Background: an optimization exercise with open tools, aiming at small area. Do not read the settings as production practice.
Only simulation tests tie the RTL to the original design; equivalence was not proved.
Power is estimated from default activity; no workload was simulated. The clock port is modelled as an ideal driver; clocking choices that lean on that would not hold on a real chip.

--- flow/config.mk ---
export PLATFORM = sky130hd
export DESIGN_NAME = sa32_feeder
export DESIGN_NICKNAME = sa32_feeder
export VERILOG_FILES = /design/flow/design.v
export SDC_FILE = /design/flow/constraint.sdc
export NUM_CORES = 4
export LEC_CHECK = 0
export CAP_MARGIN = 20
export CORE_MARGIN = 2
export CORE_UTILIZATION = 45
export SLEW_MARGIN = 20
--- flow/constraint.sdc ---
create_clock -name core_clock -period 4.0 [get_ports {clk}]
set_input_delay 0.8000 -clock core_clock [delete_from_list [all_inputs] [get_ports {clk}]]
set_output_delay 0.8000 -clock core_clock [all_outputs]
set_load 0.01 [all_outputs]
--- flow/design.v ---
module skew_line #(
    parameter int unsigned WIDTH = 8,
    parameter int unsigned DEPTH = 1
) (
    input  logic             clk,
    input  logic [WIDTH-1:0] i_d,
    output logic [WIDTH-1:0] o_q
);
    logic [DEPTH*WIDTH-1:0]     r_sr;
    logic [(DEPTH+1)*WIDTH-1:0] w_nx;
    assign w_nx = {r_sr, i_d};
    always_ff @(posedge clk) begin
        r_sr <= w_nx[DEPTH*WIDTH-1:0];
    end
    assign o_q = r_sr[DEPTH*WIDTH-1 -: WIDTH];
endmodule
module sa32_feeder (
    input  logic               clk,
    input  logic               rstn,
    input  logic               start,
    input  logic [15:0]        k_len,
    input  logic               in_valid,
    output logic               in_ready,
    input  logic [255:0]       in_act,
    input  logic [255:0]       in_weight,
    output logic [255:0]       activation,
    output logic [255:0]       weight,
    output logic               control,
    output logic               busy,
    output logic               done
);
    localparam int unsigned N         = 32;
    localparam int unsigned WIDTH     = 8;
    localparam int unsigned KW        = 16;
    localparam int unsigned FLUSH_CYC = 3 * N - 2;
    typedef enum logic [1:0] {
        IDLE,
        STREAM,
        FLUSH,
        CTRL
    } feeder_state_e;
    feeder_state_e r_state;
    feeder_state_e w_next;
    logic [KW-1:0] r_cnt;
    logic          w_last;
    logic          r_done;
    logic          w_beat;
    logic [N-1:0]  r_vld;
    assign w_beat = (r_state == STREAM) & in_valid;
    assign w_last = (r_cnt == KW'(1));
    always_comb begin
        w_next = r_state;
        case (r_state)
            IDLE:    if (start) w_next = (k_len != '0) ? STREAM : CTRL;
            STREAM:  if (in_valid && w_last) w_next = FLUSH;
            FLUSH:   if (w_last) w_next = CTRL;
            default: w_next = IDLE;
        endcase
    end
    always_ff @(posedge clk or negedge rstn) begin
        if (!rstn) begin
            r_state <= IDLE;
            r_cnt   <= '0;
            r_done  <= 1'b0;
            r_vld   <= '0;
        end else begin
            r_state <= w_next;
            if (r_state == IDLE) begin
                r_cnt <= k_len;
            end else if (w_beat && w_last) begin
                r_cnt <= KW'(FLUSH_CYC);
            end else if (w_beat || r_state == FLUSH) begin
                r_cnt <= r_cnt - KW'(1);
            end
            r_done <= (r_state == CTRL);
            r_vld  <= {r_vld[N-2:0], w_beat};
        end
    end
    for (genvar g = 0; g < N; g++) begin : g_lane
        logic [WIDTH-1:0] w_a, w_w;
        skew_line #(.WIDTH(WIDTH), .DEPTH(g + 1)) u_act_skew (
            .clk (clk),
            .i_d (in_act[(N-1-g)*WIDTH +: WIDTH]),
            .o_q (w_a)
        );
        skew_line #(.WIDTH(WIDTH), .DEPTH(g + 1)) u_w_skew (
            .clk (clk),
            .i_d (in_weight[(N-1-g)*WIDTH +: WIDTH]),
            .o_q (w_w)
        );
        assign activation[(N-1-g)*WIDTH +: WIDTH] = w_a & {WIDTH{r_vld[g]}};
        assign weight[(N-1-g)*WIDTH +: WIDTH]     = w_w & {WIDTH{r_vld[g]}};
    end
    assign in_ready = (r_state == STREAM);
    assign control  = (r_state == CTRL);
    assign busy     = (r_state != IDLE);
    assign done     = r_done;
endmodule
--- flow/run.sh ---
#!/bin/bash
# synth_recipe.tcl (not shown) runs the flow's synth.tcl, then flattens the netlist and writes it again
# the make line also repeats each setting of config.mk as NAME=value (left out here)
make -C /OpenROAD-flow-scripts/flow DESIGN_CONFIG=/design/flow/config.mk WORK_HOME=/design/flow/orfs CLKGATE_MAP_FILE= SYNTH_SCRIPT=/design/flow/synth_recipe.tcl finish
==> metrics.cfg, run 1 <==
[setup_path]
critPathMaxFanout = 23
critical_path_required_ns = 3.20
start_kind = flip-flop
crit_start = r_state[0]
path_class = reg2out
reg2reg_to = r_state[1]
timing.rr.start = r_cnt[5]
ff2ff_setup_slack_ns = 1.22
reg2reg_depth = 5
critPathArrivalTime_ns = 2.90
end_kind = primary output

[drt]
via_per_inst = 3.79
antenna_left = 0
drtPass1Iterations = 7
drc = 0
drt_wl_total_um = 238000
via_count = 63400
dr.first_iter.drc_count = 2615
wl_per_cell_um = 14.2

[logic_synthesis]
synth.net_count = 9709
synthAdderAreaFrac_pct = 0.0430
synthMuxAreaShare_pct = 0.0172
yosys.cell_types.count = 46
netlist_area_um2 = 175000
synth-xor-area-share_pct = 0.0100
synth_compound_area_share_pct = 0.163
yosys-top-cells-area = dfxtp_1, and2_1, dfrtp_1
synth_common_cells = dfxtp_1, and2_1, dfrtp_1
yosysSeqAreaShare_pct = 97.6
synthCells = 9171
synth_edf_count = 0
netlist.area_leader.share_pct = 96.9
yosys.area.top_type = dfxtp_1
ys_seq_elements = 8499
synthArstFlopShare_pct = 0.600
synthFlopType = dfxtp_1
postSynthAreaPerCell_um2 = 19.0
yosys_warnings = 33
synth-simple-area-share_pct = 2.03
synth_top_family_by_area = simple AND/OR/NAND/NOR gates
post-synth-top-count-cell = dfxtp_1

[sta]
hold_viol_final = 0
fin_skew_ns = 0.0388
fmax_mhz = 270
drv_slew = 0
rsz0062_at_grt = no
finalCritPeriodShare_pct = 92.6
relSlewSlack_pct = 28.9
post-route-min-period_ns = 3.70
setup_tns_ns = 0
setup_violations = 0
tightest_slew_ns = 1.07

[cts]
clock_sinks = 8499
clk_pin_slew_ns = 0.07
cts.path.max_buffers = 4
h-tree-depth = 6
numCtsBuffers = 747
cts-root-buf = clkbuf_16
cts_tree = done
worst_skew_pair.late_latency_ns = 1.03

[layout]
layout-drive-gt1-share_pct = 10.6
nNetsFinal = 11500
fin_util_pct = 56.2
synthToLayoutAreaGrowth_pct = 24.4

[global_route]
grt_max_degree = 26
grt_pass1_vias = 63900
gr-total-overflow = 0
grt_pass1_wl_um = 354000
antenna_found_initial = 66
grt_usage_pct = 11.8

[power_and_ir_drop]
total_leakage_power_nw = 90.2
cellPowerDensity_nw_per_um2 = 767
vdd_drop_max_v = 0.000490
p_total_mw = 167

[floorplanning]
io_pins = 1048
coreArea_um2 = 386000
die_area_um2 = 393000
rows = 228
die_x_um = 627
die_h_um = 627
start_util_pct = 45.2

[job]
cap_violations = 0

[place]
place_hpwl_um = 150000
gp_congestion = 0.850
io_buffers = 1047

[worst_hold_path]
hp-start = in_act[95]
hp-class = in2reg
min_path_cells = 1
min_to = g_lane[20].u_act_skew.r_sr[7]

[run_status]
status = complete, no violations

[area by class of cell]
cell class              count  area, um2
diodes                     22       55.1
clock buffers            1075      21700
clock inverters           275       3810
fillers                 29300     169000
inverters                   9       33.8
multi-input cells         625       3960
flip-flops and latches   8499     170000
well taps                5175       6470
repair buffers           1065      10600
[layout by cell type (no fill, tap or decap), drive strengths merged, types with 4 or more instances in the layout]
master / n
o21ai: 11
dfrtp: 51
clkdlybuf4s50: 1046
bufinv: 58
diode: 22
inv: 45
nand3: 4
and2: 515
nor2: 9
a21oi: 7
nand2: 15
clkbuf: 1075
buf: 18
clkinvlp: 21
nor3: 6
ha: 6
dfxtp: 8448
clkinv: 160
nor4: 10
[cells by family after synthesis]
family	after synthesis
flops	8499
buf+inv	47
mux	3
fa+ha+maj	6
compound gates	40
simple gates	574
xor+xnor	2
[flip-flops by register name, indices dropped and copies added (netlist names)]
signal	count
g_lane.u_act_skew.r_sr	4224
g_lane.u_w_skew.r_sr	4224
r_vld	32
r_cnt	16
r_state	2
r_done	1
[how the worst max path moves through the flow]
stage	end	slack (ns)
floorplan	r_cnt[5]	2.00
global placement	weight[29]	1.14
detailed placement	busy	1.05
CTS	weight[95]	0.009
global route	activation[90]	0.09
finish	busy	0.30
[report_power, final]
group          internal (mW)  total [mW]  switching [mW]
sequential              89.4        91.1            1.74
combinational           2.32        4.16            1.85
clock                   41.8        71.3            29.5
[routing by layer]
metal | track usage, % | routed length (um) | vias to the layer above
li1 | - | - | 32000
met1 | 12.9 | 94800 | 28900
met2 | 21.2 | 120000 | 1652
met3 | 3.08 | 14100 | 747
met4 | 5.43 | 9330 | 22
met5 | 0 | 131 | -
[per-stage QoR]
stage	instances	hold WS (ns)	setup WS (ns)	instance area, um2
final	16700	0.212	0.297	217000
after global routing	16700	0.104	0.0868	217000
after CTS	16700	0.0581	0.00874	217000
after detailed placement	15400	0.312	1.05	191000
after global placement	15400	0.309	1.14	191000
after floorplan	9171	0.310	2.00	175000
[worst max-delay path, stage by stage, from the launching register on]
cell             delay (ns)
dfrtp_1                0.41
inv_1                  0.12
ha_2                   0.47
clkinv_1               0.34
clkdlybuf4s50_1        0.57
[repair_timing]
action                                  4_1_cts  5_1_grt
resized for setup                             3        0
hold buffers                                  1        0
endpoints found under the hold margin        23        0
endpoints found under the setup margin       13        0
buffers inserted                              0        0
==> run 2: changes to the inputs <==
==> flow/flow/run.sh (new file) <==
#!/bin/bash
# Standard ORFS layout with two changes: output port buffers are buf_1
# (the input port buffers keep the standard choice, whose delay covers
# input hold against the clock tree's insertion delay), and CTS clusters
# more sinks per leaf buffer and inserts no dummy loads.
set -euo pipefail
here=$(pwd)
export PRE_RESIZE_TCL="$here/flow/outbuf.tcl"
export CTS_ARGS="-sink_clustering_enable -repair_clock_nets -dont_use_dummy_load -sink_clustering_size ${CTS_SIZE:-30} -sink_clustering_max_diameter ${CTS_DIAM:-100}"
bash standard.sh > "$here/standard_flow.log" 2>&1
==> flow/flow/outbuf.tcl (new file) <==
# Resize the output port buffers that buffer_ports inserted to buf_1: each
# drives only its port's fixed load.
set n 0
foreach inst [[ord::get_db_block] getInsts] {
  if {[string match "output*" [$inst getName]] && [string match "*buf*" [[$inst getMaster] getName]]} {
    replace_cell [$inst getName] sky130_fd_sc_hd__buf_1
    incr n
  }
}
puts "outbuf.tcl: resized $n output buffers to buf_1"
==> flow/standard.sh (new file) <==
#!/bin/bash
# synth_recipe.tcl (not shown) runs the flow's synth.tcl, then flattens the netlist and writes it again
# the make line also repeats each setting of config.mk as NAME=value (left out here)
make -C /OpenROAD-flow-scripts/flow DESIGN_CONFIG=/design/flow/config.mk WORK_HOME=/design/flow/orfs CLKGATE_MAP_FILE= SYNTH_SCRIPT=/design/flow/synth_recipe.tcl "${@:-finish}"
removed: flow/run.sh
==> run 2 against run 1 <==
Still clean; routed wire length shrank 5.4%; flip-flop and latch count is the same; area after synthesis is the same; clock skew grew 0.063 ns; count of clock-buffer cells in the layout shrank 749; largest cell class unchanged; largest power group unchanged; highest routed layer unchanged.
==> metrics.cfg, run 2 <==
[setup_path]
critPathMaxFanout = 23  ; unchanged
start_kind = flip-flop
cp_num_buf_inv = 3  ; unchanged
end_kind = primary output
path_cells = inv_1 > ha_1 > clkinv_1 > buf_1
critical_path_required_ns = 3.20  ; about the same
critPathArrivalTime_ns = 2.86  ; -0.04 ns
slowest_stage = ha_1
cp_top_family = buffers and inverters
slowest_delay_ns = 0.71  ; +0.14 ns
path_class = reg2out

[sta]
setup_tns_ns = 0  ; unchanged
finalCritPeriodShare_pct = 91.4  ; -1.2 points
drv_slew = 0  ; unchanged
hold_viol_final = 0  ; unchanged
relSlewSlack_pct = 30.4  ; +1.5 points
tightest_slew_ns = 1.04  ; -0.0221 ns
rsz0062_at_grt = no
fin_skew_ns = 0.101  ; +0.0627 ns
post-route-min-period_ns = 3.66  ; -0.0474 ns
fmax_mhz = 274  ; +1.3%
setup_violations = 0  ; unchanged

[cts]
cts_tree = done
worst_skew_pair.late_latency_ns = 0.93  ; -0.10 ns
cts-root-buf = clkbuf_16
clk_pin_slew_ns = 0.11  ; +0.04 ns
clock_sinks = 8499  ; unchanged
numCtsBuffers = 326  ; -56%
cts.path.max_buffers = 4  ; unchanged
post-cts-setup-buffers = 0  ; unchanged
h-tree-depth = 5  ; -1

[power_and_ir_drop]
combPwrFrac_pct = 2.4  ; about the same
clock_power_share_pct = 28.2  ; -15 points
p_seq_share_pct = 69.3  ; +15 points
power.switching_mw = 25.9  ; -22%
p_int_mw = 105  ; -21%
total_leakage_power_nw = 80.5  ; -11%
p_sw_share_pct = 19.7  ; -0.14 points
cellPowerDensity_nw_per_um2 = 668  ; -13%
vdd_drop_max_v = 0.000485  ; -1.1%

[global_route]
use_met1_pct = 12.8  ; -0.11 points
gr-total-overflow = 0  ; unchanged
grt_max_degree = 31  ; +19%
grt_usage_pct = 11.0  ; -0.76 points
grt_pass1_wl_um = 330000  ; -6.8%
grt_pass1_vias = 57900  ; -9.4%
antenna_found_initial = 61  ; -7.6%
gr-usage-met2_pct = 20.0  ; -1.2 points
use_met3_pct = 2.65  ; -0.43 points
busiest_layer = met2

[layout]
synthToLayoutAreaGrowth_pct = 12.6
nNetsFinal = 11100  ; -3.7%
stdcell_count = 15700  ; -6.2%
layout-drive-gt1-share_pct = 3.39  ; -7.2 points
reg_top3 = g_lane.u_act_skew.r_sr x4224, g_lane.u_w_skew.r_sr x4224, r_vld x32
layout_commonest_cell = dfxtp_1
layout_common_cells = dfxtp_1, clkdlybuf4s50_1, buf_1, and2_1, clkbuf_16

[logic_synthesis]
yosys.cell_types.count = 46  ; unchanged
yosys.area.top_type = dfxtp_1
ys_seq_elements = 8499  ; unchanged
netlist_area_um2 = 175000  ; unchanged
yosysSeqAreaShare_pct = 97.6  ; unchanged
synthArstFlopShare_pct = 0.600  ; unchanged
synth_edf_count = 0  ; unchanged
postSynthAreaPerCell_um2 = 19.0  ; unchanged
synth_common_cells = dfxtp_1, and2_1, dfrtp_1
yosys_warnings = 33  ; unchanged
synthFlopType = dfxtp_1
netlist.area_leader.share_pct = 96.9  ; unchanged
post-synth-top-count-cell = dfxtp_1
yosys-top-cells-area = dfxtp_1, and2_1, dfrtp_1
synth.net_count = 9709  ; unchanged
synthCells = 9171  ; unchanged

[floorplanning]
coreArea_um2 = 386000  ; unchanged
die_area_um2 = 393000  ; unchanged
io_pins = 1048  ; unchanged
die_x_um = 627  ; unchanged
die_h_um = 627  ; unchanged
rows = 228  ; unchanged
start_util_pct = 45.2  ; unchanged

[drt]
via_count = 59300  ; -6.4%
wl_per_cell_um = 14.4  ; +0.84%
drtPass1Iterations = 16  ; +9
dr.first_iter.drc_count = 3040  ; +16%
antenna_left = 0  ; unchanged
via_per_inst = 3.77  ; -0.28%
drc = 0  ; unchanged
drt_wl_total_um = 226000  ; -5.4%

[run_status]
status = complete, no violations

[worst_hold_path]
hp-class = reg2reg

[job]
cap_violations = 0  ; unchanged

[place]
io_buffers = 1047  ; unchanged
dp_cells = 15400  ; unchanged
gp_congestion = 0.850  ; unchanged
place_hpwl_um = 149000  ; -0.50%

## run 2: cell counts after synthesis
No cell type changed its count.
## run 2: routing by layer
layer	up-vias	share of wire, %
met5	-	0.064
met4	24	3.0
met3	492	5.7
met2	1237	50
met1	27100	42
li1	30500	-
## run 2: area by class of cell
cell class	instances	area [um2]
Fill cell	31400	190000
Timing Repair Buffer	1065	7400
Sequential cell	8499	170000
Antenna cell	15	37.5
Inverter	9	33.8
Multi-Input combinational cell	625	3960
Tap cell	5175	6470
Clock buffer	326	8160
## run 2: path summary, 6_finish.rpt
check / from / endpoint / slack, ns / cells after the start
setup / recovery: r_state[1] / busy / 0.34 / 4
hold / removal: g_lane[27].u_w_skew.r_sr[129] / g_lane[27].u_w_skew.r_sr[137] / 0.25 / 0
setup reg to reg: r_cnt[6] / r_cnt[15] / 1.16 / 5
hold reg to reg: g_lane[27].u_w_skew.r_sr[129] / g_lane[27].u_w_skew.r_sr[137] / 0.25 / 0
max in group asynchronous: rstn / r_vld[24] / 2.61 / 3
min in group asynchronous: rstn / r_vld[1] / 0.46 / 2
## run 2: what timing repair did
item,CTS,global route
hold endpoints to repair,23,0
resized for setup,0,0
hold buffers,1,0
endpoints found under the setup margin,0,0
## run 2: power groups by stage
stage / clock [mW] / sequential [mW] / combinational, mW
final: 37.1 / 91.0 / 3.21
after global routing: 41.9 / 91.5 / 3.47
after CTS: 38.8 / 91.2 / 3.25
after detailed placement: 0 / 93.1 / 3.24
after global placement: 0 / 92.9 / 4.02
after floorplan: 0 / 91.9 / 1.57
## run 2: kinds of logic (layout without fill, tap and decap cells)
family                   count (synthesis)  after routing  share of synthesized area [%]
flip-flops                            8499           8499                           97.6
adder cells (fa/ha/maj)                  6              6                         0.0430
AO/OA/AOI/OAI                           40             40                          0.163
multiplexers                             3              3                         0.0172
buffers and inverters                   47           1400                          0.110
other                                    0             15                              0
AND/OR/NAND/NOR                        574            574                           2.03
XOR/XNOR                                 2              2                         0.0100
## run 2: metrics by stage
stage               setup WS [ns]  hold slack (ns)  util, %  area [um2]  total power [mW]
finish                      0.344            0.247     50.9      196000               131
global route                0.166            0.198     50.9      196000               137
CTS                         0.333            0.173     50.9      196000               133
detailed placement           1.07            0.312     48.8      188000              96.3
global placement             1.14            0.309     49.6      191000              96.9
floorplan                    2.00            0.310        -      175000              93.5
==> run 3: changes to the inputs <==
--- a/flow/config.mk
+++ b/flow/config.mk
@@ -8,4 +8,4 @@
 export CAP_MARGIN = 20
 export CORE_MARGIN = 2
-export CORE_UTILIZATION = 45
+export CORE_UTILIZATION = 65
 export SLEW_MARGIN = 20
==> run 3 against run 2 <==
Still clean; register-to-register slack improved by 0.26 ns; count of clock-buffer cells in the layout rose by 7; power about the same; core utilization rose by 22 points; sequential power hardly changed; maximum frequency fell by 1.4%; clock skew about the same; critical path depth did not move; flip-flop and latch count is the same; first-iteration DRC count is 2.2% higher; worst setup slack lost 0.052 ns; area after synthesis is the same; largest cell class unchanged.
==> metrics.cfg, run 3 <==
[floorplanning]
start_util_pct = 65.3  ; +20 points
rows = 190  ; -17%
die_h_um = 522  ; -17%
die_x_um = 522  ; -17%
coreArea_um2 = 267000  ; -31%
io_pins = 1048  ; unchanged
die_area_um2 = 273000  ; -31%

[drt]
dr_wl_met3_um = 16300  ; +27%
wl_met2_um = 111000  ; -0.49%
drtPass1Iterations = 7  ; -9
wl_per_cell_um = 16.5  ; +15%
dr.first_iter.drc_count = 3107  ; +2.2%
drc = 0  ; unchanged
via_per_inst = 4.23  ; +12%
met1Wirelength_um = 98500  ; +4.8%
via_count = 59800  ; +0.73%
top_layer_used = met5
drt_wl_total_um = 233000  ; +3.5%
antenna_left = 0  ; unchanged

[cts]
cts_hold_buffers = 1  ; unchanged
cts_resized = 0  ; unchanged
clk_pin_slew_ns = 0.12  ; about the same
numCtsBuffers = 333  ; +2.1%
cts.path.max_buffers = 4  ; unchanged
cts_tree = done
cts-root-buf = clkbuf_16
h-tree-depth = 5  ; unchanged
post-cts-setup-buffers = 0  ; unchanged
clock_sinks = 8499  ; unchanged
worst_skew_pair.late_latency_ns = 0.98  ; +0.05 ns

[logic_synthesis]
post-synth-top-count-cell = dfxtp_1
synthAdderAreaFrac_pct = 0.0430  ; unchanged
synth.net_count = 9709  ; unchanged
yosysSeqAreaShare_pct = 97.6  ; unchanged
yosys_warnings = 33  ; unchanged
synthFlopType = dfxtp_1
synth_top_family_by_area = simple AND/OR/NAND/NOR gates
synth_compound_area_share_pct = 0.163  ; unchanged
yosys.cell_types.count = 46  ; unchanged
synthMuxAreaShare_pct = 0.0172  ; unchanged
synth-simple-area-share_pct = 2.03  ; unchanged
netlist.area_leader.share_pct = 96.9  ; unchanged
netlist_area_um2 = 175000  ; unchanged
synthCells = 9171  ; unchanged
synth_common_cells = dfxtp_1, and2_1, dfrtp_1
synth_edf_count = 0  ; unchanged
yosys.area.top_type = dfxtp_1
synthArstFlopShare_pct = 0.600  ; unchanged
yosys-top-cells-area = dfxtp_1, and2_1, dfrtp_1
ys_seq_elements = 8499  ; unchanged
synth-xor-area-share_pct = 0.0100  ; unchanged
postSynthAreaPerCell_um2 = 19.0  ; unchanged

[setup_path]
critical_path_required_ns = 3.20  ; about the same
path_class = reg2out
timing.rr.start = r_state[1]
end_kind = primary output
crit_start = r_state[1]
start_kind = flip-flop
critPathMaxFanout = 23  ; unchanged
critPathArrivalTime_ns = 2.91  ; +0.05 ns

[power_and_ir_drop]
cellPowerDensity_nw_per_um2 = 675  ; +1.0%
total_leakage_power_nw = 80.6  ; about the same
vdd_drop_max_v = 0.000551  ; +14%
p_total_mw = 131  ; about the same

[place]
dp_cells = 13700  ; -11%
gp_congestion = 0.873  ; +2.7%
io_buffers = 1047  ; unchanged
dp_slack_ns = 1.16  ; +0.0887 ns
place_hpwl_um = 160000  ; +7.0%
placed_area_um2 = 186000  ; -1.1%

[layout]
layout-drive-gt1-share_pct = 3.39  ; about the same
stdcell_count = 14100  ; -10%
reg_top3 = g_lane.u_act_skew.r_sr x4224, g_lane.u_w_skew.r_sr x4224, r_vld x32
layout_commonest_cell = dfxtp_1
fin_util_pct = 72.8  ; +22 points
fill_cells = 16500  ; -48%
nNetsFinal = 11100  ; +0.0090%
synthToLayoutAreaGrowth_pct = 11.5
fin_area_um2 = 195000  ; -0.95%
layout_common_cells = dfxtp_1, clkdlybuf4s50_1, buf_1, and2_1, clkbuf_16

[sta]
setup_tns_ns = 0  ; unchanged
setup_ws_ns = 0.292  ; -0.0522 ns
setup_violations = 0  ; unchanged
relSlewSlack_pct = 26.8  ; -3.6 points
hold_ws_ns = 0.244  ; -0.00301 ns
fmax_mhz = 270  ; -1.4%
post-route-min-period_ns = 3.71  ; +0.0522 ns
rsz0062_at_grt = no
tightest_slew_ns = 1.10  ; +0.0541 ns
drv_slew = 0  ; unchanged
finalCritPeriodShare_pct = 92.7  ; +1.3 points
hold_viol_final = 0  ; unchanged
fin_skew_ns = 0.101  ; -0.0000150 ns

[global_route]
grt_pass1_wl_um = 333000  ; +0.92%
grt_max_degree = 41  ; +32%
grt_pass1_vias = 57300  ; -1.1%
grt_usage_pct = 16.6  ; +5.6 points
gr-total-overflow = 0  ; unchanged
antenna_found_initial = 119  ; +95%

[run_status]
status = complete, no violations

[worst_hold_path]
hp-class = in2reg
hp-start = in_weight[226]

[job]
cap_violations = 0  ; unchanged

## run 3: power breakdown
part | internal (mW) | total, mW | switching [mW]
Combinational | 1.36 | 3.11 | 1.74
Sequential | 89.3 | 91.1 | 1.80
Clock | 15.0 | 37.2 | 22.1
## run 3: worst paths after layout
kind | cells past startpoint | end | slack, ns
worst max-delay path | 4 | busy | 0.29
worst min-delay path | 1 | g_lane[3].u_w_skew.r_sr[2] | 0.24
worst max register to register | 6 | r_cnt[15] | 1.42
worst min register to register | 0 | g_lane[12].u_act_skew.r_sr[95] | 0.26
max in group asynchronous | 3 | r_vld[19] | 2.40
min in group asynchronous | 2 | r_cnt[10] | 0.59
## run 3: final cells by class
type | count | area [um2] | share of cell area (%)
Sequential cell | 8499 | 170000 | 87.6
Multi-Input combinational cell | 625 | 3960 | 2.03
Tap cell | 3552 | 4440 | 2.28
Clock buffer | 333 | 8330 | 4.28
Inverter | 9 | 33.8 | 0.0174
Antenna cell | 37 | 92.6 | 0.0476
Timing Repair Buffer | 1059 | 7340 | 3.77
## run 3: metal layers
| metal | global-route usage [%] | vias to the layer above |
|---|---|---|
| met1 | 20.3 | 27200 |
| met4 | 5.73 | 48 |
| met2 | 28.4 | 1441 |
| met5 | 0 | - |
| met3 | 4.54 | 546 |
| li1 | - | 30600 |
## run 3: cell families after synthesis
| kind of cell | after synthesis |
|---|---|
| xor gates and xnor gates | 2 |
| DFF | 8499 |
| AOI/OAI and AO/OA | 40 |
| adders and majority gates | 6 |
| buffers and inverters | 47 |
| muxes | 3 |
| and+or+nand+nor | 574 |
## run 3: worst max-delay path, cell delays in order, from the launching register on
cell and delay [ns]:
dfrtp_1 0.42, inv_1 0.12, ha_1 0.68, clkinv_1 0.49
buf_1 0.24
==> run 4: changes to the inputs <==
--- a/flow/config.mk
+++ b/flow/config.mk
@@ -8,4 +8,4 @@
 export CAP_MARGIN = 20
 export CORE_MARGIN = 2
-export CORE_UTILIZATION = 65
+export CORE_UTILIZATION = 70
 export SLEW_MARGIN = 20
==> run 4 against run 3 <==
Area after synthesis stayed put; sequential power is essentially flat; die area is 7.1% lower; critical path depth did not move; flip-flop and latch count is the same; worst hold slack worse by 0.0019 ns; non-clock buffer count rose by 3; count of clock-buffer cells in the layout stayed put; global-route usage increased by 1.5 points.
==> metrics.cfg, run 4 <==
[run_status]
status = complete, no violations

[layout]
multiInputGateArea_um2 = 3960  ; unchanged
layout-drive-gt1-share_pct = 3.39  ; about the same
fill_cells = 13600  ; -18%
register_area_um2 = 170000  ; about the same
nNetsFinal = 11100  ; +0.027%
reg_top3 = g_lane.u_act_skew.r_sr x4224, g_lane.u_w_skew.r_sr x4224, r_vld x32
synthToLayoutAreaGrowth_pct = 11.3
layout_common_cells = dfxtp_1, clkdlybuf4s50_1, buf_1, and2_1, clkbuf_16
layout_commonest_cell = dfxtp_1
fin_util_pct = 78.3  ; +5.5 points

[cts]
h-tree-depth = 5  ; unchanged
post-cts-setup-buffers = 0  ; unchanged
clock_sinks = 8499  ; unchanged
cts_resized = 0  ; unchanged
cts.path.max_buffers = 4  ; unchanged
worst_skew_pair.late_latency_ns = 0.98  ; about the same
cts-root-buf = clkbuf_16
clk_pin_slew_ns = 0.11  ; about the same
cts_tree = done
numCtsBuffers = 333  ; unchanged
cts_hold_buffers = 1  ; unchanged

[logic_synthesis]
netlist.area_leader.share_pct = 96.9  ; unchanged
post-synth-top-count-cell = dfxtp_1
yosys-top-cells-area = dfxtp_1, and2_1, dfrtp_1
yosysSeqAreaShare_pct = 97.6  ; unchanged
synthArstFlopShare_pct = 0.600  ; unchanged
postSynthAreaPerCell_um2 = 19.0  ; unchanged
synthCells = 9171  ; unchanged
yosys.area.top_type = dfxtp_1
ys_seq_elements = 8499  ; unchanged
yosys_warnings = 33  ; unchanged
synth_common_cells = dfxtp_1, and2_1, dfrtp_1
synth.net_count = 9709  ; unchanged
synthFlopType = dfxtp_1
synth_edf_count = 0  ; unchanged
netlist_area_um2 = 175000  ; unchanged
yosys.cell_types.count = 46  ; unchanged

[place]
io_buffers = 1047  ; unchanged
place_hpwl_um = 156000  ; -2.3%
gp_congestion = 0.830  ; -5.0%

[job]
cap_violations = 0  ; unchanged

[sta]
fin_skew_ns = 0.0668  ; -0.0347 ns
setup_violations = 0  ; unchanged
hold_viol_final = 0  ; unchanged
post-route-min-period_ns = 3.64  ; -0.0675 ns
relSlewSlack_pct = 26.5  ; -0.20 points
fmax_mhz = 275  ; +1.9%
rsz0062_at_grt = no
setup_tns_ns = 0  ; unchanged
drv_slew = 0  ; unchanged
finalCritPeriodShare_pct = 91.0  ; -1.7 points
tightest_slew_ns = 1.10  ; +0.00303 ns

[drt]
wl_per_cell_um = 17.1  ; +3.3%
drt_wl_total_um = 237000  ; +1.7%
antenna_left = 0  ; unchanged
met1Wirelength_um = 96500  ; -2.1%
via_count = 60100  ; +0.56%
drtPass1Iterations = 6  ; -1
dr_wl_met3_um = 14700  ; -10%
wl_met2_um = 118000  ; +5.5%
drc = 0  ; unchanged
via_per_inst = 4.32  ; +2.1%
top_layer_used = met5
dr.first_iter.drc_count = 3139  ; +1.0%

[floorplanning]
die_h_um = 503  ; -3.6%
io_pins = 1048  ; unchanged
start_util_pct = 70.3  ; +5.1 points
die_area_um2 = 253000  ; -7.1%
rows = 183  ; -3.7%
coreArea_um2 = 248000  ; -7.2%
die_x_um = 503  ; -3.6%

[worst_hold_path]
hp-class = in2reg

[global_route]
grt_pass1_wl_um = 336000  ; +1.0%
grt_usage_pct = 18.1  ; +1.5 points
grt_max_degree = 31  ; -24%
antenna_found_initial = 112  ; -5.9%
gr-total-overflow = 0  ; unchanged
grt_pass1_vias = 58500  ; +2.1%

[power_and_ir_drop]
total_leakage_power_nw = 80.6  ; about the same
cellPowerDensity_nw_per_um2 = 676  ; +0.19%
vdd_drop_max_v = 0.000511  ; -7.3%
p_total_mw = 131  ; about the same

[setup_path]
end_kind = primary output
critical_path_required_ns = 3.20  ; about the same
critPathArrivalTime_ns = 2.84  ; -0.07 ns
start_kind = flip-flop
critPathMaxFanout = 23  ; unchanged
path_class = reg2out

run 4: cell types whose count changed in the layout (fill, tap and decap cells not counted), sizes merged:
cell	delta
diode	+1
buf	+3
run 4: final cells by class:
type,instances,share of cell area (%)
flip-flops and latches,8499,87.7
multi-input cells,625,2.04
inverters,9,0.0174
clock buffers,333,4.29
diodes,38,0.0489
repair buffers,1062,3.79
well taps,3330,2.14
run 4: path summary, 6_finish.rpt:
kind | start | endpoint | slack (ns) | cells past startpoint
worst max-delay path | r_state[1] | busy | 0.36 | 4
worst min-delay path | in_act[252] | g_lane[0].u_act_skew.r_sr[4] | 0.24 | 1
worst max register to register | r_state[1] | r_cnt[15] | 1.46 | 6
worst min register to register | g_lane[16].u_act_skew.r_sr[121] | g_lane[16].u_act_skew.r_sr[129] | 0.27 | 0
max in group asynchronous | rstn | r_cnt[5] | 2.75 | 3
min in group asynchronous | rstn | r_vld[31] | 0.44 | 2
run 4: critical path: stages, from the launching register on:
cell,delay [ns]
dfrtp_1,0.42
inv_1,0.12
ha_1,0.68
clkinv_1,0.46
buf_1,0.23
run 4: logic make-up after synthesis:
kind of cell / Yosys count / share of synthesized area [%]
xor+xnor: 2 / 0.0100
fa+ha+maj: 6 / 0.0430
flops: 8499 / 97.6
buf+inv: 47 / 0.110
mux: 3 / 0.0172
compound gates: 40 / 0.163
simple gates: 574 / 2.03
run 4: per-stage QoR:
step | hold slack (ns) | std cells | cell area (um2) | setup WS, ns
final | 0.242 | 13900 | 194000 | 0.359
after global routing | 0.165 | 13900 | 194000 | 0.185
after CTS | 0.136 | 13900 | 194000 | 0.315
after detailed placement | 0.312 | 13500 | 186000 | 1.19
after global placement | 0.310 | 13500 | 189000 | 1.15
after floorplan | 0.310 | 9171 | 175000 | 2.00
run 4: power by group:
part / switching (mW) / internal [mW]
clock: 22.2 / 15.0
combinational: 1.67 / 1.37
sequential: 1.84 / 89.3
run 4: per-layer routing:
metal	GRT usage, %	vias up
li1	-	30600
met5	0	-
met4	6.81	36
met2	31.9	1464
met3	4.42	532
met1	21.5	27500
==> run 5: changes to the inputs <==
--- a/flow/flow/run.sh
+++ b/flow/flow/run.sh
@@ -7,4 +7,4 @@
 here=$(pwd)
 export PRE_RESIZE_TCL="$here/flow/outbuf.tcl"
-export CTS_ARGS="-sink_clustering_enable -repair_clock_nets -dont_use_dummy_load -sink_clustering_size ${CTS_SIZE:-30} -sink_clustering_max_diameter ${CTS_DIAM:-100}"
+export CTS_ARGS="-sink_clustering_enable -repair_clock_nets -dont_use_dummy_load -sink_clustering_size ${CTS_SIZE:-35} -sink_clustering_max_diameter ${CTS_DIAM:-60}"
 bash standard.sh > "$here/standard_flow.log" 2>&1
--- a/flow/config.mk
+++ b/flow/config.mk
@@ -8,4 +8,4 @@
 export CAP_MARGIN = 20
 export CORE_MARGIN = 2
-export CORE_UTILIZATION = 70
+export CORE_UTILIZATION = 65
 export SLEW_MARGIN = 20
==> run 5 against run 4 <==
Critical path depth stayed put; via count is 1.0% lower; routed wire length is 1.9% lower; area after synthesis stayed put; sequential power hardly changed; critical endpoint unchanged; first-iteration DRC count is 0.51% lower; die area is 7.6% higher; register-to-register slack hardly changed.
==> metrics.cfg, run 5 <==
[layout]
fin_area_um2 = 194000  ; -0.15%
synthToLayoutAreaGrowth_pct = 11.2
reg_top3 = g_lane.u_act_skew.r_sr x4224, g_lane.u_w_skew.r_sr x4224, r_vld x32
layout_common_cells = dfxtp_1, clkdlybuf4s50_1, buf_1, and2_1, clkbuf_16
layout_commonest_cell = dfxtp_1
nNetsFinal = 11000  ; -0.23%
layout-drive-gt1-share_pct = 3.20  ; -0.19 points

[setup_path]
end_kind = primary output
critPathMaxFanout = 23  ; unchanged
path_class = reg2out
start_kind = flip-flop
critPathArrivalTime_ns = 2.73  ; -0.11 ns
critical_path_required_ns = 3.20  ; about the same

[drt]
drc = 0  ; unchanged
antenna_left = 0  ; unchanged
dr.first_iter.drc_count = 3123  ; -0.51%
wl_per_cell_um = 16.5  ; -3.2%
drtPass1Iterations = 8  ; +2
via_count = 59500  ; -1.0%
via_per_inst = 4.22  ; -2.4%
drt_wl_total_um = 233000  ; -1.9%

[cts]
cts_tree = done
cts-root-buf = clkbuf_16
numCtsBuffers = 312  ; -6.3%
cts.path.max_buffers = 4  ; unchanged
h-tree-depth = 5  ; unchanged
clk_pin_slew_ns = 0.09  ; -0.02 ns
worst_skew_pair.late_latency_ns = 0.91  ; -0.07 ns
cts_hold_buffers = 0  ; -1
cts_resized = 0  ; unchanged
clock_sinks = 8499  ; unchanged
post-cts-setup-buffers = 0  ; unchanged

[power_and_ir_drop]
vdd_drop_max_v = 0.000435  ; -15%
power.switching_mw = 25.5  ; -0.81%
p_sw_share_pct = 19.6  ; about the same
cellPowerDensity_nw_per_um2 = 671  ; -0.69%
clock_power_share_pct = 27.7  ; -0.6 points
p_int_mw = 105  ; -0.85%
combPwrFrac_pct = 2.4  ; about the same
total_leakage_power_nw = 80.3  ; -0.35%
p_seq_share_pct = 69.9  ; +0.6 points

[floorplanning]
coreArea_um2 = 267000  ; +7.8%
start_util_pct = 65.3  ; -5.1 points
die_area_um2 = 273000  ; +7.6%
rows = 190  ; +3.8%
io_pins = 1048  ; unchanged
die_h_um = 522  ; +3.7%
die_x_um = 522  ; +3.7%

[sta]
relSlewSlack_pct = 27.6  ; +1.0 points
setup_violations = 0  ; unchanged
hold_viol_final = 0  ; unchanged
setup_tns_ns = 0  ; unchanged
finalCritPeriodShare_pct = 88.2  ; -2.8 points
post-route-min-period_ns = 3.53  ; -0.114 ns
drv_slew = 0  ; unchanged
rsz0062_at_grt = no
fmax_mhz = 284  ; +3.2%
tightest_slew_ns = 1.09  ; -0.0156 ns
fin_skew_ns = 0.0605  ; -0.00629 ns

[logic_synthesis]
yosys.area.top_type = dfxtp_1
post-synth-top-count-cell = dfxtp_1
yosys.cell_types.count = 46  ; unchanged
yosys_warnings = 33  ; unchanged
synth_common_cells = dfxtp_1, and2_1, dfrtp_1
yosysSeqAreaShare_pct = 97.6  ; unchanged
synthCells = 9171  ; unchanged
synth_edf_count = 0  ; unchanged
netlist_area_um2 = 175000  ; unchanged
synth.net_count = 9709  ; unchanged
postSynthAreaPerCell_um2 = 19.0  ; unchanged
ys_seq_elements = 8499  ; unchanged
synthFlopType = dfxtp_1
netlist.area_leader.share_pct = 96.9  ; unchanged
synthArstFlopShare_pct = 0.600  ; unchanged
yosys-top-cells-area = dfxtp_1, and2_1, dfrtp_1

[place]
io_buffers = 1047  ; unchanged
placed_area_um2 = 186000  ; +0.14%
place_hpwl_um = 160000  ; +2.3%
gp_congestion = 0.873  ; +5.2%

[global_route]
grt_max_degree = 41  ; +32%
gr-total-overflow = 0  ; unchanged
grt_pass1_vias = 56500  ; -3.4%
grt_usage_pct = 16.5  ; -1.6 points
grt_pass1_wl_um = 331000  ; -1.6%
antenna_found_initial = 115  ; +2.7%

[job]
cap_violations = 0  ; unchanged

[worst_hold_path]
hp-class = in2async

[run_status]
status = complete, no violations

-- run 5: per-stage QoR --
| step | instances | worst slack, ns | util [%] | hold slack, ns | total power [mW] |
|---|---|---|---|---|---|
| 6_report | 14100 | 0.473 | 72.6 | 0.102 | 130 |
| 5_1_grt | 14100 | 0.241 | 72.5 | 0.0650 | 135 |
| 4_1_cts | 14100 | 0.414 | 72.5 | 0.0357 | 132 |
| 3_5_place_dp | 13700 | 1.16 | 69.6 | 0.312 | 96.3 |
| 3_3_place_gp | 13700 | 1.18 | 70.8 | 0.309 | 96.8 |
| 2_1_floorplan | 9171 | 2.00 | - | 0.310 | 93.5 |
-- run 5: cells by family (layout without fill, tap and decap cells) --
group / after synthesis / after routing / synth area share (%)
other: 0 / 31 / 0
multiplexers: 3 / 3 / 0.0172
buffers and inverters: 47 / 1379 / 0.110
XOR/XNOR: 2 / 2 / 0.0100
AND/OR/NAND/NOR: 574 / 574 / 2.03
flip-flops: 8499 / 8499 / 97.6
adder cells (fa/ha/maj): 6 / 6 / 0.0430
AO/OA/AOI/OAI: 40 / 40 / 0.163
-- run 5: final timing paths --
path / end / from / cells after the start / slack (ns)
hold reg to reg: g_lane[20].u_act_skew.r_sr[42] / g_lane[20].u_act_skew.r_sr[34] / 0 / 0.26
setup / recovery: busy / r_state[1] / 4 / 0.47
max in group asynchronous: r_vld[18] / rstn / 2 / 2.92
hold / removal: r_vld[3] / rstn / 1 / 0.10
min in group core_clock: g_lane[20].u_act_skew.r_sr[42] / g_lane[20].u_act_skew.r_sr[34] / 0 / 0.26
setup reg to reg: r_cnt[15] / r_state[1] / 6 / 1.47
-- run 5: power groups by stage --
stage / clock (mW) / sequential (mW) / combinational, mW
global placement: 0 / 92.9 / 3.92
detailed placement: 0 / 93.1 / 3.12
finish: 36.1 / 91.1 / 3.11
floorplan: 0 / 91.9 / 1.57
CTS: 37.3 / 91.2 / 3.13
global route: 40.1 / 91.6 / 3.34
-- run 5: worst max-delay path: stages (launching register included) --
cell      delay [ns]
dfrtp_1         0.40
inv_1           0.11
ha_1            0.67
clkinv_1        0.47
buf_1           0.23
-- run 5: metal layers --
metal	up-vias	part of all wire, %	GRT usage (%)	wire (um)
li1	30500	-	-	-
met1	27000	42	20.2	98500
met2	1350	48	28.3	111000
met3	557	6.5	4.18	15200
met4	54	3.5	5.81	8150
met5	-	0.14	0	329
-- run 5: layout make-up --
type / instances / area (um2)
diodes: 31 / 77.6
clock buffers: 312 / 7810
fillers: 16600 / 73400
inverters: 9 / 33.8
multi-input cells: 625 / 3960
flip-flops and latches: 8499 / 170000
well taps: 3552 / 4440
repair buffers: 1058 / 7330
==> run 6: changes to the inputs <==
--- a/flow/flow/run.sh
+++ b/flow/flow/run.sh
@@ -7,4 +7,4 @@
 here=$(pwd)
 export PRE_RESIZE_TCL="$here/flow/outbuf.tcl"
-export CTS_ARGS="-sink_clustering_enable -repair_clock_nets -dont_use_dummy_load -sink_clustering_size ${CTS_SIZE:-35} -sink_clustering_max_diameter ${CTS_DIAM:-60}"
+export CTS_ARGS="-sink_clustering_enable -repair_clock_nets -dont_use_dummy_load -sink_clustering_size 32 -sink_clustering_max_diameter 60 -buf_list {sky130_fd_sc_hd__buf_12}"
 bash standard.sh > "$here/standard_flow.log" 2>&1
==> run 6 against run 5 <==
Still clean; register-to-register slack worse by 0.03 ns; flip-flop and latch count unchanged; global-route usage hardly changed; routed wire length is 0.16% lower; combinational power barely moved; cell area fell by 0.58%; clock power decreased by 1%; critical endpoint unchanged; largest power group unchanged.
==> metrics.cfg, run 6 <==
[sta]
fin_skew_ns = 0.0584  ; -0.00208 ns
hold_viol_final = 0  ; unchanged
tightest_slew_ns = 1.07  ; -0.0204 ns
finalCritPeriodShare_pct = 86.1  ; -2.1 points
post-route-min-period_ns = 3.44  ; -0.0822 ns
relSlewSlack_pct = 29.0  ; +1.4 points
setup_violations = 0  ; unchanged
drv_slew = 0  ; unchanged
rsz0062_at_grt = no
fmax_mhz = 290  ; +2.4%
setup_tns_ns = 0  ; unchanged

[cts]
cts_hold_buffers = 0  ; unchanged
cts_resized = 0  ; unchanged
post-cts-setup-buffers = 0  ; unchanged
cts-root-buf = buf_12
cts.path.max_buffers = 4  ; unchanged
clock_sinks = 8499  ; unchanged
numCtsBuffers = 333  ; +6.7%
clk_pin_slew_ns = 0.09  ; about the same
h-tree-depth = 5  ; unchanged
cts_tree = done
worst_skew_pair.late_latency_ns = 0.81  ; -0.10 ns

[floorplanning]
io_pins = 1048  ; unchanged
rows = 190  ; unchanged
start_util_pct = 65.3  ; unchanged
die_area_um2 = 273000  ; unchanged
coreArea_um2 = 267000  ; unchanged
die_h_um = 522  ; unchanged
die_x_um = 522  ; unchanged

[logic_synthesis]
yosys_warnings = 33  ; unchanged
synthArstFlopShare_pct = 0.600  ; unchanged
yosysSeqAreaShare_pct = 97.6  ; unchanged
synthFlopType = dfxtp_1
synth.net_count = 9709  ; unchanged
ys_seq_elements = 8499  ; unchanged
yosys.area.top_type = dfxtp_1
post-synth-top-count-cell = dfxtp_1
synth_common_cells = dfxtp_1, and2_1, dfrtp_1
synthCells = 9171  ; unchanged
netlist.area_leader.share_pct = 96.9  ; unchanged
postSynthAreaPerCell_um2 = 19.0  ; unchanged
synth_edf_count = 0  ; unchanged
yosys-top-cells-area = dfxtp_1, and2_1, dfrtp_1
yosys.cell_types.count = 46  ; unchanged
netlist_area_um2 = 175000  ; unchanged

[setup_path]
start_kind = flip-flop
slowest_stage = ha_1
slowest_delay_ns = 0.66  ; about the same
path_class = reg2out
critPathArrivalTime_ns = 2.64  ; -0.09 ns
end_kind = primary output
critPathMaxFanout = 23  ; unchanged
critical_path_required_ns = 3.20  ; about the same
path_cells = inv_1 > ha_1 > clkinv_1 > buf_1

[drt]
via_per_inst = 4.22  ; about the same
drtPass1Iterations = 7  ; -1
dr.first_iter.drc_count = 3021  ; -3.3%
drc = 0  ; unchanged
via_count = 59600  ; +0.24%
antenna_left = 0  ; unchanged
wl_per_cell_um = 16.5  ; -0.36%
drt_wl_total_um = 232000  ; -0.16%

[power_and_ir_drop]
combPwrFrac_pct = 2.4  ; about the same
vdd_drop_max_v = 0.000501  ; +15%
clock_power_share_pct = 27.4  ; -0.3 points
total_leakage_power_nw = 79.6  ; -0.89%
power.switching_mw = 26.1  ; +2.3%
p_int_mw = 104  ; -1.1%
p_sw_share_pct = 20.1  ; +0.53 points
p_seq_share_pct = 70.2  ; +0.3 points
cellPowerDensity_nw_per_um2 = 673  ; +0.18%

[layout]
layout_common_cells = dfxtp_1, clkdlybuf4s50_1, buf_1, and2_1, buf_12
synthToLayoutAreaGrowth_pct = 10.5
reg_top3 = g_lane.u_act_skew.r_sr x4224, g_lane.u_w_skew.r_sr x4224, r_vld x32
nNetsFinal = 11100  ; +0.19%
fill_cells = 16700  ; +0.69%
layout-drive-gt1-share_pct = 3.39  ; +0.19 points
layout_commonest_cell = dfxtp_1
stdcell_count = 14100  ; +0.20%

[global_route]
gr-total-overflow = 0  ; unchanged
grt_usage_pct = 16.5  ; about the same
grt_pass1_vias = 56800  ; +0.56%
antenna_found_initial = 114  ; -0.87%
grt_pass1_wl_um = 331000  ; about the same
grt_max_degree = 41  ; unchanged

[place]
io_buffers = 1047  ; unchanged
place_hpwl_um = 160000  ; unchanged
gp_congestion = 0.873  ; unchanged
dp_cells = 13700  ; unchanged

[job]
cap_violations = 0  ; unchanged

[run_status]
status = complete, no violations

[worst_hold_path]
hp-class = in2async

==> run 6: critical path: cells and delay by family, from the launching register on <==
kind                     cells  cell delay [ns]
buffers and inverters        3             0.82
flip-flops                   1             0.40
adder cells (fa/ha/maj)      1             0.66
==> run 6: final cells by class <==
class	count	area, um2	area share, %
Clock buffer	333	6670	3.46
Timing Repair Buffer	1058	7330	3.80
Antenna cell	38	95.1	0.0493
Inverter	9	33.8	0.0175
Sequential cell	8499	170000	88.3
Multi-Input combinational cell	625	3960	2.05
Tap cell	3552	4440	2.30
==> run 6: power groups by stage <==
stage          sequential, mW  clock (mW)  combinational [mW]
6_report                 91.1        35.6                3.10
5_1_grt                  91.5        39.6                3.34
4_1_cts                  91.2        36.8                3.13
3_5_place_dp             93.1           0                3.12
3_3_place_gp             92.9           0                3.92
2_1_floorplan            91.9           0                1.57
==> run 6: routing by layer <==
metal  GRT usage, %  vias up  part of all wire, %
met1           20.2    27100                   42
met5              0        -                 0.13
met3           4.16      520                  6.7
li1               -    30500                    -
met4           5.77       48                  3.3
met2           28.3     1426                   48
==> run 6: cell families (layout without fill, tap and decap cells) <==
kind of cell	after synthesis	count (layout)	synth area share, %
flops	8499	8499	97.6
mux	3	3	0.0172
buf+inv	47	1400	0.110
fa+ha+maj	6	6	0.0430
other cells	0	38	0
simple gates	574	574	2.03
xor+xnor	2	2	0.0100
compound gates	40	40	0.163
==> run 6: worst paths after layout <==
kind                                            endpoint  cells after the start  slack (ns)                    startpoint
hold / removal                                  r_vld[3]                      1        0.15                          rstn
setup / recovery                                    busy                      4        0.56                    r_state[1]
hold reg to reg            g_lane[3].u_act_skew.r_sr[15]                      0        0.28  g_lane[3].u_act_skew.r_sr[7]
setup reg to reg                               r_cnt[15]                      6        1.44                    r_state[1]
max in group asynchronous                      r_vld[18]                      2        2.89                          rstn
min in group core_clock    g_lane[3].u_act_skew.r_sr[15]                      0        0.28  g_lane[3].u_act_skew.r_sr[7]
==> run 6: stage by stage <==
stage | cell area, um2 | setup slack, ns | hold slack (ns) | total power, mW | utilization [%]
2_1_floorplan | 175000 | 2.00 | 0.310 | 93.5 | -
6_report | 193000 | 0.555 | 0.147 | 130 | 72.1
4_1_cts | 193000 | 0.493 | 0.0783 | 131 | 72.1
5_1_grt | 193000 | 0.335 | 0.131 | 135 | 72.1
3_5_place_dp | 186000 | 1.16 | 0.312 | 96.3 | 69.6
3_3_place_gp | 189000 | 1.18 | 0.309 | 96.8 | 70.8
==> run 7: changes to the inputs <==
--- a/flow/flow/run.sh
+++ b/flow/flow/run.sh
@@ -7,4 +7,4 @@
 here=$(pwd)
 export PRE_RESIZE_TCL="$here/flow/outbuf.tcl"
-export CTS_ARGS="-sink_clustering_enable -repair_clock_nets -dont_use_dummy_load -sink_clustering_size 32 -sink_clustering_max_diameter 60 -buf_list {sky130_fd_sc_hd__buf_12}"
+export CTS_ARGS="-sink_clustering_enable -repair_clock_nets -dont_use_dummy_load -sink_clustering_size 20 -sink_clustering_max_diameter 60 -buf_list {sky130_fd_sc_hd__clkbuf_16 sky130_fd_sc_hd__clkbuf_8} -sink_clustering_buffer sky130_fd_sc_hd__clkbuf_8"
 bash standard.sh > "$here/standard_flow.log" 2>&1
==> run 7 against run 6 <==
Worst setup slack got worse by 0.13 ns; final cell count increased by 0.91%; routed wire length fell by 0.15%.
==> metrics.cfg, run 7 <==
[global_route]
grt_max_degree = 41  ; unchanged
gr-total-overflow = 0  ; unchanged
grt_pass1_wl_um = 333000  ; +0.58%
grt_pass1_vias = 58100  ; +2.3%
antenna_found_initial = 109  ; -4.4%
grt_usage_pct = 16.5  ; +0.059 points

[drt]
drc = 0  ; unchanged
wl_per_cell_um = 16.3  ; -1.1%
dr.first_iter.drc_count = 2830  ; -6.3%
drt_wl_total_um = 232000  ; -0.15%
antenna_left = 0  ; unchanged
drtPass1Iterations = 8  ; +1
via_count = 60200  ; +1.0%
via_per_inst = 4.23  ; +0.11%

[place]
dp_cells = 13700  ; unchanged
gp_congestion = 0.873  ; unchanged
place_hpwl_um = 160000  ; unchanged
placed_area_um2 = 186000  ; unchanged
io_buffers = 1047  ; unchanged
dp_slack_ns = 1.16  ; unchanged

[floorplanning]
die_h_um = 522  ; unchanged
io_pins = 1048  ; unchanged
die_x_um = 522  ; unchanged
start_util_pct = 65.3  ; unchanged
coreArea_um2 = 267000  ; unchanged
rows = 190  ; unchanged
die_area_um2 = 273000  ; unchanged

[layout]
stdcell_count = 14200  ; +0.91%
layout_commonest_cell = dfxtp_1
nNetsFinal = 11200  ; +1.2%
layout-drive-gt1-share_pct = 4.60  ; +1.2 points
fill_cells = 16700  ; +0.054%
fin_util_pct = 72.2  ; about the same
synthToLayoutAreaGrowth_pct = 10.6  ; about the same
fin_area_um2 = 193000  ; about the same
layout_common_cells = dfxtp_1, clkdlybuf4s50_1, buf_1, and2_1, clkbuf_8
multiInputGateArea_um2 = 3960  ; unchanged
reg_top3 = g_lane.u_act_skew.r_sr x4224, g_lane.u_w_skew.r_sr x4224, r_vld x32
register_area_um2 = 170000  ; unchanged

[logic_synthesis]
synthCells = 9171  ; unchanged
yosys_warnings = 33  ; unchanged
synthFlopType = dfxtp_1
yosys.cell_types.count = 46  ; unchanged
postSynthAreaPerCell_um2 = 19.0  ; unchanged
synthArstFlopShare_pct = 0.600  ; unchanged
synth_common_cells = dfxtp_1, and2_1, dfrtp_1
netlist_area_um2 = 175000  ; unchanged
ys_seq_elements = 8499  ; unchanged
synth_edf_count = 0  ; unchanged
post-synth-top-count-cell = dfxtp_1
yosys.area.top_type = dfxtp_1
yosys-top-cells-area = dfxtp_1, and2_1, dfrtp_1
yosysSeqAreaShare_pct = 97.6  ; unchanged
netlist.area_leader.share_pct = 96.9  ; unchanged
synth.net_count = 9709  ; unchanged

[setup_path]
reg2reg_depth = 6  ; unchanged
critPathMaxFanout = 23  ; unchanged
slowest_delay_ns = 0.66  ; about the same
path_cells = inv_1 > ha_1 > clkinv_1 > buf_1
timing.rr.start = r_state[1]
path_class = reg2out
reg2reg_to = r_cnt[15]
critPathArrivalTime_ns = 2.78  ; +0.14 ns
slowest_stage = ha_1
start_kind = flip-flop
end_kind = primary output
critical_path_required_ns = 3.20  ; about the same
ff2ff_setup_slack_ns = 1.39  ; -0.05 ns

[run_status]
status = complete, no violations

[sta]
drv_slew = 0  ; unchanged
fmax_mhz = 280  ; -3.7%
rsz0062_at_grt = no
post-route-min-period_ns = 3.58  ; +0.131 ns
fin_skew_ns = 0.0443  ; -0.0141 ns
relSlewSlack_pct = 26.9  ; -2.0 points
tightest_slew_ns = 1.10  ; +0.0307 ns
setup_ws_ns = 0.424  ; -0.131 ns
setup_violations = 0  ; unchanged
finalCritPeriodShare_pct = 89.4  ; +3.3 points
hold_viol_final = 0  ; unchanged
setup_tns_ns = 0  ; unchanged
hold_ws_ns = 0.0811  ; -0.0658 ns

[power_and_ir_drop]
vdd_drop_max_v = 0.000459  ; -8.2%
cellPowerDensity_nw_per_um2 = 660  ; -1.9%
p_total_mw = 127  ; -1.8%
total_leakage_power_nw = 80.0  ; +0.52%

[cts]
clk_pin_slew_ns = 0.12  ; +0.03 ns
cts_tree = done
cts.path.max_buffers = 4  ; unchanged
clock_sinks = 8499  ; unchanged
cts_hold_buffers = 0  ; unchanged
post-cts-setup-buffers = 0  ; unchanged
cts-root-buf = clkbuf_16
numCtsBuffers = 466  ; +40%
h-tree-depth = 5  ; unchanged
cts_resized = 0  ; unchanged
worst_skew_pair.late_latency_ns = 0.89  ; +0.08 ns

[job]
cap_violations = 0  ; unchanged

[worst_hold_path]
hp-class = in2async

==> run 7: cell counts after synthesis <==
No cell type changed its count.
==> run 7: worst max-delay path, delay by kind of cell (launching register included) <==
family / cells / cell delay [ns]
fa+ha+maj: 1 / 0.66
buf+inv: 3 / 0.82
flops: 1 / 0.42
==> run 7: where the power goes <==
group	internal [mW]	switching, mW
logic	1.36	1.75
clock network	11.4	21.8
registers	89.3	1.79
==> run 7: cell families (layout without fill, tap and decap cells) <==
family | Yosys count | in the layout | share of synthesized area [%]
flip-flops | 8499 | 8499 | 97.6
AND/OR/NAND/NOR | 574 | 574 | 2.03
buffers and inverters | 47 | 1533 | 0.110
AO/OA/AOI/OAI | 40 | 40 | 0.163
adder cells (fa/ha/maj) | 6 | 6 | 0.0430
multiplexers | 3 | 3 | 0.0172
XOR/XNOR | 2 | 2 | 0.0100
other | 0 | 34 | 0
==> run 7: per-layer routing <==
metal / wire length (um) / global-route usage, % / up-vias
li1: - / - / 30700
met1: 98300 / 20.2 / 27400
met2: 111000 / 28.2 / 1518
met3: 15400 / 4.35 / 554
met4: 7440 / 6.17 / 46
met5: 292 / 0 / -
==> run 7: layout make-up <==
cell class              instances  share of cell area (%)
clock buffers                 466                    3.54
flip-flops and latches       8499                    88.3
inverters                       9                  0.0175
well taps                    3552                    2.30
diodes                         34                  0.0441
repair buffers               1058                    3.80
multi-input cells             625                    2.05
==> run 7: worst max-delay path by stage <==
| stage | start | to | slack [ns] | cells after the start |
|---|---|---|---|---|
| global route | r_state[1] | busy | 0.19 | 4 |
| global placement | r_vld[15] | weight[134] | 1.18 | 3 |
| floorplan | in_valid | r_cnt[5] | 2.00 | 5 |
| finish | r_state[1] | busy | 0.42 | 4 |
| CTS | r_state[1] | busy | 0.36 | 4 |
| detailed placement | in_valid | r_cnt[15] | 1.16 | 6 |
==> run 8: changes to the inputs <==
==> flow/flow/run.sh (replaced) <==
#!/bin/bash
# Standard ORFS layout with two changes: output port buffers are buf_1
# (the input port buffers keep the standard choice, whose delay covers
# input hold against the clock tree's insertion delay), and CTS clusters
# more sinks per leaf buffer and inserts no dummy loads.
set -euo pipefail
here=$(pwd)
export PRE_RESIZE_TCL="$here/flow/outbuf.tcl"
export CTS_ARGS="-sink_clustering_enable -repair_clock_nets -dont_use_dummy_load -sink_clustering_size 32 -sink_clustering_max_diameter 60 -buf_list {sky130_fd_sc_hd__buf_12}"
bash standard.sh > "$here/standard_flow.log" 2>&1
==> flow/flow/outbuf.tcl (replaced) <==
# Resize the port buffers that buffer_ports inserted. Output buffers become
# buf_1: each drives only its port's fixed load. Input buffers become
# dlygate4sd1_1, a delay buffer whose delay still covers input hold against
# the clock tree's insertion delay, in less area than the default choice.
set nin 0
set nout 0
foreach inst [[ord::get_db_block] getInsts] {
  set name [$inst getName]
  if {![string match "*buf*" [[$inst getMaster] getName]]} { continue }
  if {[string match "output*" $name]} {
    replace_cell $name sky130_fd_sc_hd__buf_1
    incr nout
  } elseif {[string match "input*" $name]} {
    replace_cell $name sky130_fd_sc_hd__dlygate4sd1_1
    incr nin
  }
}
puts "outbuf.tcl: resized $nout output buffers to buf_1 and $nin input buffers to dlygate4sd1_1"
==> run 8 against run 7 <==
Combinational power down 6.8%; core utilization is 0.31 points lower; first-iteration DRC count is 16% higher; still clean on timing, DRC and antenna; highest routed layer unchanged; largest cell class unchanged; final cell count decreased by 0.81%.
==> metrics.cfg, run 8 <==
[logic_synthesis]
yosysSeqAreaShare_pct = 97.6  ; unchanged
post-synth-top-count-cell = dfxtp_1
synth.net_count = 9709  ; unchanged
postSynthAreaPerCell_um2 = 19.0  ; unchanged
yosys-top-cells-area = dfxtp_1, and2_1, dfrtp_1
yosys_warnings = 33  ; unchanged
synth_edf_count = 0  ; unchanged
netlist.area_leader.share_pct = 96.9  ; unchanged
synthArstFlopShare_pct = 0.600  ; unchanged
yosys.area.top_type = dfxtp_1
netlist_area_um2 = 175000  ; unchanged
synthCells = 9171  ; unchanged
yosys.cell_types.count = 46  ; unchanged
synthFlopType = dfxtp_1
ys_seq_elements = 8499  ; unchanged
synth_common_cells = dfxtp_1, and2_1, dfrtp_1

[power_and_ir_drop]
p_seq_share_pct = 70.4  ; -1.1 points
p_total_mw = 129  ; +1.5%
p_sw_share_pct = 20.1  ; +0.22 points
clock_power_share_pct = 27.3  ; +1.2 points
total_leakage_power_nw = 80.6  ; +0.69%
combPwrFrac_pct = 2.2  ; -0.2 points
power.switching_mw = 26.0  ; +2.6%
cellPowerDensity_nw_per_um2 = 673  ; +1.9%
p_int_mw = 103  ; +1.2%
vdd_drop_max_v = 0.000455  ; -1.0%

[sta]
hold_viol_final = 0  ; unchanged
setup_tns_ns = 0  ; unchanged
finalCritPeriodShare_pct = 86.8  ; -2.6 points
hold_ws_ns = 0.150  ; +0.0686 ns
drv_slew = 0  ; unchanged
post-route-min-period_ns = 3.47  ; -0.102 ns
fin_skew_ns = 0.0520  ; +0.00770 ns
relSlewSlack_pct = 25.7  ; -1.2 points
rsz0062_at_grt = no
fmax_mhz = 288  ; +2.9%
setup_violations = 0  ; unchanged
tightest_slew_ns = 1.11  ; +0.0186 ns

[drt]
via_count = 59600  ; -0.98%
via_per_inst = 4.22  ; -0.17%
drc = 0  ; unchanged
drtPass1Iterations = 9  ; +1
dr.first_iter.drc_count = 3280  ; +16%
drt_wl_total_um = 232000  ; about the same
wl_per_cell_um = 16.4  ; +0.80%
antenna_left = 0  ; unchanged

[setup_path]
path_class = reg2out
critPathMaxFanout = 23  ; unchanged
reg2reg_depth = 6  ; unchanged
critical_path_required_ns = 3.20  ; about the same
end_kind = primary output
start_kind = flip-flop
ff2ff_setup_slack_ns = 1.44  ; +0.05 ns
critPathArrivalTime_ns = 2.67  ; -0.11 ns

[worst_hold_path]
hp-class = in2reg
min_path_cells = 1

[place]
place_hpwl_um = 160000  ; about the same
gp_congestion = 0.873  ; unchanged
io_buffers = 1047  ; unchanged
placed_area_um2 = 186000  ; -0.34%

[global_route]
grt_usage_pct = 16.5  ; -0.068 points
gr-total-overflow = 0  ; unchanged
grt_pass1_wl_um = 331000  ; -0.60%
grt_pass1_vias = 56700  ; -2.4%
antenna_found_initial = 190  ; +74%
grt_max_degree = 33  ; -20%

[floorplanning]
die_x_um = 522  ; unchanged
io_pins = 1048  ; unchanged
start_util_pct = 65.3  ; unchanged
die_h_um = 522  ; unchanged
rows = 190  ; unchanged
coreArea_um2 = 267000  ; unchanged
die_area_um2 = 273000  ; unchanged

[layout]
fin_util_pct = 71.9  ; -0.31 points
fin_area_um2 = 192000  ; -0.44%
layout_common_cells = dfxtp_1, dlygate4sd1_1, buf_1, and2_1, buf_12
layout_commonest_cell = dfxtp_1
reg_top3 = g_lane.u_act_skew.r_sr x4224, g_lane.u_w_skew.r_sr x4224, r_vld x32
synthToLayoutAreaGrowth_pct = 10.1
layout-drive-gt1-share_pct = 3.36  ; -1.2 points
nNetsFinal = 11100  ; -1.2%

[run_status]
status = complete, no violations

[cts]
cts-root-buf = buf_12
h-tree-depth = 5  ; unchanged
cts_tree = done
worst_skew_pair.late_latency_ns = 0.82  ; -0.07 ns
post-cts-setup-buffers = 0  ; unchanged
cts.path.max_buffers = 4  ; unchanged
clock_sinks = 8499  ; unchanged
clk_pin_slew_ns = 0.11  ; about the same
cts_resized = 0  ; unchanged
numCtsBuffers = 328  ; -30%

[job]
cap_violations = 0  ; unchanged

-- run 8: final cells by class --
cell class | count | area [um2]
Timing Repair Buffer | 1060 | 6710
Sequential cell | 8499 | 170000
Fill cell | 17000 | 75200
Clock buffer | 328 | 6570
Tap cell | 3552 | 4440
Inverter | 9 | 33.8
Multi-Input combinational cell | 625 | 3960
Antenna cell | 54 | 135
-- run 8: final timing paths --
path | startpoint | end
min in group asynchronous | rstn | r_vld[3]
hold / removal | in_weight[110] | g_lane[18].u_w_skew.r_sr[6]
max in group asynchronous | rstn | r_vld[18]
hold reg to reg | g_lane[29].u_w_skew.r_sr[80] | g_lane[29].u_w_skew.r_sr[88]
setup reg to reg | r_state[0] | r_cnt[15]
setup / recovery | r_state[0] | busy
-- run 8: what timing repair did --
item                       4_1_cts  5_1_grt
hold endpoints to repair        10        0
hold buffers                     1        0
setup endpoints to repair        0        0
-- run 8: per-stage QoR --
step,worst slack (ns),instances
global placement,1.18,13700
global route,0.341,14100
detailed placement,1.39,13700
CTS,0.480,14100
finish,0.526,14100
floorplan,2.00,9171
-- run 8: layer usage --
layer	part of all wire [%]	wire (um)	GRT usage [%]	vias up
li1	-	-	-	30600
met1	42	97100	20.3	26900
met2	47	110000	28.2	1527
met3	7.2	16800	4.22	602
met4	3.5	8110	5.67	56
met5	0.16	375	0	-
-- run 8: cells by family (layout without fill, tap and decap cells) --
logic type / count (synthesis) / count (layout) / synth area share (%)
AOI/OAI and AO/OA: 40 / 40 / 0.163
other: 0 / 54 / 0
xor gates and xnor gates: 2 / 2 / 0.0100
adders and majority gates: 6 / 6 / 0.0430
and+or+nand+nor: 574 / 574 / 2.03
muxes: 3 / 3 / 0.0172
buffers and inverters: 47 / 1397 / 0.110
DFF: 8499 / 8499 / 97.6
-- run 8: worst max-delay path: stages, from the launching register on --
cell      delay [ns]
dfrtp_1         0.40
inv_1           0.11
ha_1            0.68
clkinv_1        0.48
buf_1           0.24
-- run 8: power groups by stage --
stage	Sequential (mW)	Combinational (mW)	Clock (mW)
floorplan	91.9	1.57	0
global placement	92.9	3.92	0
detailed placement	93.1	2.91	0
CTS	91.2	2.93	36.6
global route	91.6	3.14	39.4
finish	91.1	2.90	35.3

-- static timing again, ports no longer ideal --
Ports are ideal in the flow. The routed layouts listed here were re-timed in OpenROAD.
Step 1: set_driving_cell puts a clkbuf_16 on clk and a buf_2 on each other input, an assumption about the parent block.
Step 2 also shifts input and output timing later by t, the mid clock arrival at the registers, as if the neighbouring blocks saw the same clock.
a / b / c = no drivers / after step 1 / after step 2; a / b = the first two.
| run | shift t [ns] | slack for setup (ns) | worst hold slack (ns) | worst data-port slew with drivers (ns) | cell pins on the clock port's net |
|---|---|---|---|---|---|
| run 1 | 1.109 | 0.297 / 0.191 / 0.872 | 0.212 / 0.128 / 0.287 | 0.17 | 1 |
| run 2 | 0.967 | 0.344 / 0.240 / 0.866 | 0.247 / 0.218 / 0.247 | 0.17 | 1 |
| run 3 | 1.027 | 0.292 / 0.199 / 1.001 | 0.244 / 0.180 / 0.265 | 0.26 | 1 |
| run 4 | 1.027 | 0.359 / 0.268 / 1.077 | 0.242 / 0.182 / 0.270 | 0.21 | 1 |
| run 5 | 0.974 | 0.473 / 0.376 / 1.018 | 0.102 / 0.039 / 0.257 | 0.27 | 1 |
| run 6 | 0.905 | 0.555 / 0.454 / 1.009 | 0.147 / 0.079 / 0.278 | 0.27 | 1 |
| run 7 | 0.969 | 0.424 / 0.321 / 1.026 | 0.081 / 0.012 / 0.290 | 0.29 | 1 |
| run 8 | 0.909 | 0.526 / 0.422 / 1.332 | 0.150 / 0.069 / 0.278 | 0.26 | 1 |
After both steps every run listed still meets setup and hold.
